From an optimization exercise on the open Yosys and OpenROAD flow, aimed at small area, a short achievable clock period and few clock cycles per item; shortcuts taken in it are not production practice.
Only simulation tests tie the RTL to the original design; equivalence was not proved.

## north
Design exp_taylor_seq, start of the top module:
module exp_taylor_seq (
  input  logic        clk,
  input  logic        rst_n,
  input  logic        in_valid,
  output logic        in_ready,
  input  logic [31:0] in_data,
  output logic        out_valid,
  input  logic        out_ready,
  output logic [31:0] out_data
);
==> flow/config.mk <==
export PLATFORM = sky130hd
export DESIGN_NAME = exp_taylor_seq
export DESIGN_NICKNAME = exp_taylor_seq
export VERILOG_FILES = /design/flow/design.v
export SDC_FILE = /design/flow/constraint.sdc
export NUM_CORES = 4
export LEC_CHECK = 0
export CAP_MARGIN = 20
export CORE_MARGIN = 2
export CORE_UTILIZATION = 40
export SLEW_MARGIN = 20
==> flow/constraint.sdc <==
create_clock -name core_clock -period 11.0 [get_ports {clk}]
set_input_delay 2.2000 -clock core_clock [delete_from_list [all_inputs] [get_ports {clk}]]
set_output_delay 2.2000 -clock core_clock [all_outputs]
set_load 0.01 [all_outputs]
standard.sh (not shown) runs the stock make flow with config.mk's settings and CLKGATE_MAP_FILE= SYNTH_SCRIPT=/design/flow/synth_recipe.tcl, a recipe that flattens the netlist after the stock synthesis.
==> flow/flow/run.sh <==
#!/bin/bash
set -euo pipefail
MARGIN=$(cat flow/margin.txt)
R=$PWD/orfs/results/$FLOW_PLATFORM/exp_taylor_seq/base
bash standard.sh "$R/1_2_yosys.v" > flow_synth.log 2>&1
python3 flow/polar.py "$R/1_2_yosys.v" > flow_polar.log 2>&1
bash standard.sh SETUP_SLACK_MARGIN=$MARGIN finish > flow_make.log 2>&1
Other scripts of this flow, unchanged in this note and not shown: flow/flow/margin.txt, flow/flow/polar.py
Testbench counts of north, summed over its fixed seeds: cycles 6,120, items 320.
diff inputs: north => south
--- a/flow/design.v
+++ b/flow/design.v
@@ -55,20 +55,22 @@
 );
   logic [31:0] x0, y2;
   logic [31:0] z0, z1, z3;
   logic [4:0]  k0, k1, k2, k3;
   logic [1:0]  t0, t1, t2, t3;
   logic        v0, v1, v2, v3;
   logic        d0, d1, d2, d3;
   logic        fin3;
   logic [47:0] rr0_q, rr0_d;
   logic [47:0] rr1_q, rr1_d;
+  logic [15:0] rlo_s;
+  logic        rlo_c, rlo_q;
   logic [47:0] zr0_q, zr0_d;
   logic [47:0] zr1_q, zr1_d;
   logic [47:0] zr2_q, zr2_d;
   logic [1:0]  ein, eout;
   logic        ov1;
   logic [31:0] q1;
   logic [7:0]  r_one, r_two, r_neg;
   logic [15:0] z_one, z_two, z_neg, zo_d, zt_d, zn_d;
   logic [31:0] z2dec;
   logic        free;
@@ -2683,21 +2685,22 @@
   assign {rc720, rs719} = {1'b0, rc550} + rs633 + rc632;
   assign {rc722, rs721} = {1'b0, rc554} + rs635 + rc634;
   assign {rc724, rs723} = {1'b0, rs559} + rs637 + rc636;
   assign {rc726, rs725} = {1'b0, rc560} + rs639 + rc638;
   assign {rc728, rs727} = {1'b0, rc562} + rs641 + rc640;
   assign {rc730, rs729} = {1'b0, rpp269} + rs643 + rc642;
   assign {rc732, rs731} = {1'b0, rpp238} + rpp270 + rc644;
   assign {rc734, rs733} = {1'b0, 1'b1} + rpp271;
   assign rr0_d = {rpp272, rs733, rs731, rs729, rs727, rs725, rs723, rs721, rs719, rs717, rs715, rs713, rs711, rs709, rs707, rs705, rs703, rs701, rs699, rs697, rs695, rs693, rs691, rs689, rs687, rs685, rs683, rs681, rs679, rs677, rs675, rs673, rs671, rs669, rs667, rs665, rs663, rs661, rs659, rs657, rs655, rs653, rs651, rs649, rs647, rs645, rpp2, r_neg[0]};
   assign rr1_d = {rc734, rc732, rc730, rc728, rc726, rc724, rc722, rc720, rc718, rc716, rc714, rc712, rc710, rc708, rc706, rc704, rc702, rc700, rc698, rc696, rc694, rc692, rc690, rc688, rc686, rc684, rc682, rc680, rc678, rc676, rc674, rc672, rc670, rc668, rc666, rc664, rc662, rc660, rc658, rc656, rc654, rc652, rc650, rc648, rc646, rpp35, 1'b0, rpp1};
-  assign rsum = rr0_q + rr1_q;
+  assign {rlo_c, rlo_s} = {1'b0, rr0_d[15:0]} + rr1_d[15:0];
+  assign rsum = {rr0_q[47:16] + rr1_q[47:16] + {31'd0, rlo_q}, 16'd0};
   assign zpp735 = ((z_one[0] & y2[0]) ^ z_neg[0]);
   assign zpp736 = (((z_one[0] & y2[1]) | (z_two[0] & y2[0])) ^ z_neg[0]);
   assign zpp737 = (((z_one[0] & y2[2]) | (z_two[0] & y2[1])) ^ z_neg[0]);
   assign zpp738 = (((z_one[0] & y2[3]) | (z_two[0] & y2[2])) ^ z_neg[0]);
   assign zpp739 = (((z_one[0] & y2[4]) | (z_two[0] & y2[3])) ^ z_neg[0]);
   assign zpp740 = (((z_one[0] & y2[5]) | (z_two[0] & y2[4])) ^ z_neg[0]);
   assign zpp741 = (((z_one[0] & y2[6]) | (z_two[0] & y2[5])) ^ z_neg[0]);
   assign zpp742 = (((z_one[0] & y2[7]) | (z_two[0] & y2[6])) ^ z_neg[0]);
   assign zpp743 = (((z_one[0] & y2[8]) | (z_two[0] & y2[7])) ^ z_neg[0]);
   assign zpp744 = (((z_one[0] & y2[9]) | (z_two[0] & y2[8])) ^ z_neg[0]);
@@ -3626,22 +3629,23 @@
   end
   always_ff @(posedge clk) begin
     x0 <= free ? in_data : xr;
     z0 <= free ? in_data : ((fin3 & ~d3) ? xr : z3);
     k0 <= free ? 5'd20 : k_dec;
     r_one <= free ? 8'h7f : rd_one;
     r_two <= free ? 8'h00 : rd_two;
     r_neg <= free ? 8'h2a : rd_neg;
     t0 <= free ? ein : t3;
     d0 <= free ? 1'b0 : (d3 | fin3);
-    rr0_q <= rr0_d;
-    rr1_q <= rr1_d;
+    rr0_q[47:16] <= rr0_d[47:16];
+    rr1_q[47:16] <= rr1_d[47:16];
+    rlo_q <= rlo_c;
     z1 <= z0; k1 <= k0; t1 <= t0; d1 <= d0;
     y2 <= rsum[47:16];
     z_one <= zo_d; z_two <= zt_d; z_neg <= zn_d; k2 <= k1; t2 <= t1; d2 <= d1;
     zr0_q <= zr0_d;
     zr1_q <= zr1_d;
     zr2_q <= zr2_d;
     z3 <= z2dec; k3 <= k2; t3 <= t2; d3 <= d2; fin3 <= fin2;
     if (!hold_q0) out_data <= ov1 ? q1 : res;
     if (do_exit) q1 <= res;
   end
==> summary.txt <==
Looking at global placer's final weighted congestion, south sits below north.
Per the comparison of south with north, final critical-path required period went up; total stage count of the critical path decreased 1.
Delta (south minus north): number of CTS-inserted buffers moved down, total wire length after detailed routing moved down, setup clock skew after layout moved up, area overhead of the layout relative to synthesis moved up, fraction of cell area in non-clock buffers moved up.
No stage failed in south, and the final checks on the layout all came back clean.
Final cell count: south and north compared, lower one is south
When south is measured against north, its synthesized cell count turns out 4.6% lower.
Delta (south minus north): highest net fanout along the worst path fell about 22%, initial standard-cell utilization of the core went up, final non-filler cell area went down.
Testbench counts of south, summed over its fixed seeds: cycles 6,120, items 320.

==> what the ideal ports hide <==
The flow's constraints put no driver on any port. The routed layouts listed below were extracted and timed again, unchanged, in two steps. Step 1 assumes that a clkbuf_16 drives the clock port and a buf_2 every other input. Step 2, shift: input delay + t, output delay - t, t = (earliest + latest rising clock arrival at the registers) / 2. This alone moves slack from input paths to output paths. a / b / c = ideal ports / drivers / drivers and shift; a / b = the first two.
run	t, ns	setup WS [ns]	hold slack, ns	clock arrival spread, ns	slew at the worst register clock pin (ns)
north	0.706	7.075 / 7.043 / 7.075	0.322 / 0.322 / 0.322	0.036 / 0.035	0.07 / 0.07
south	0.730	7.035 / 6.993 / 7.035	0.318 / 0.318 / 0.318	0.050 / 0.049	0.07 / 0.07
After both steps setup and hold are still met in every run listed.
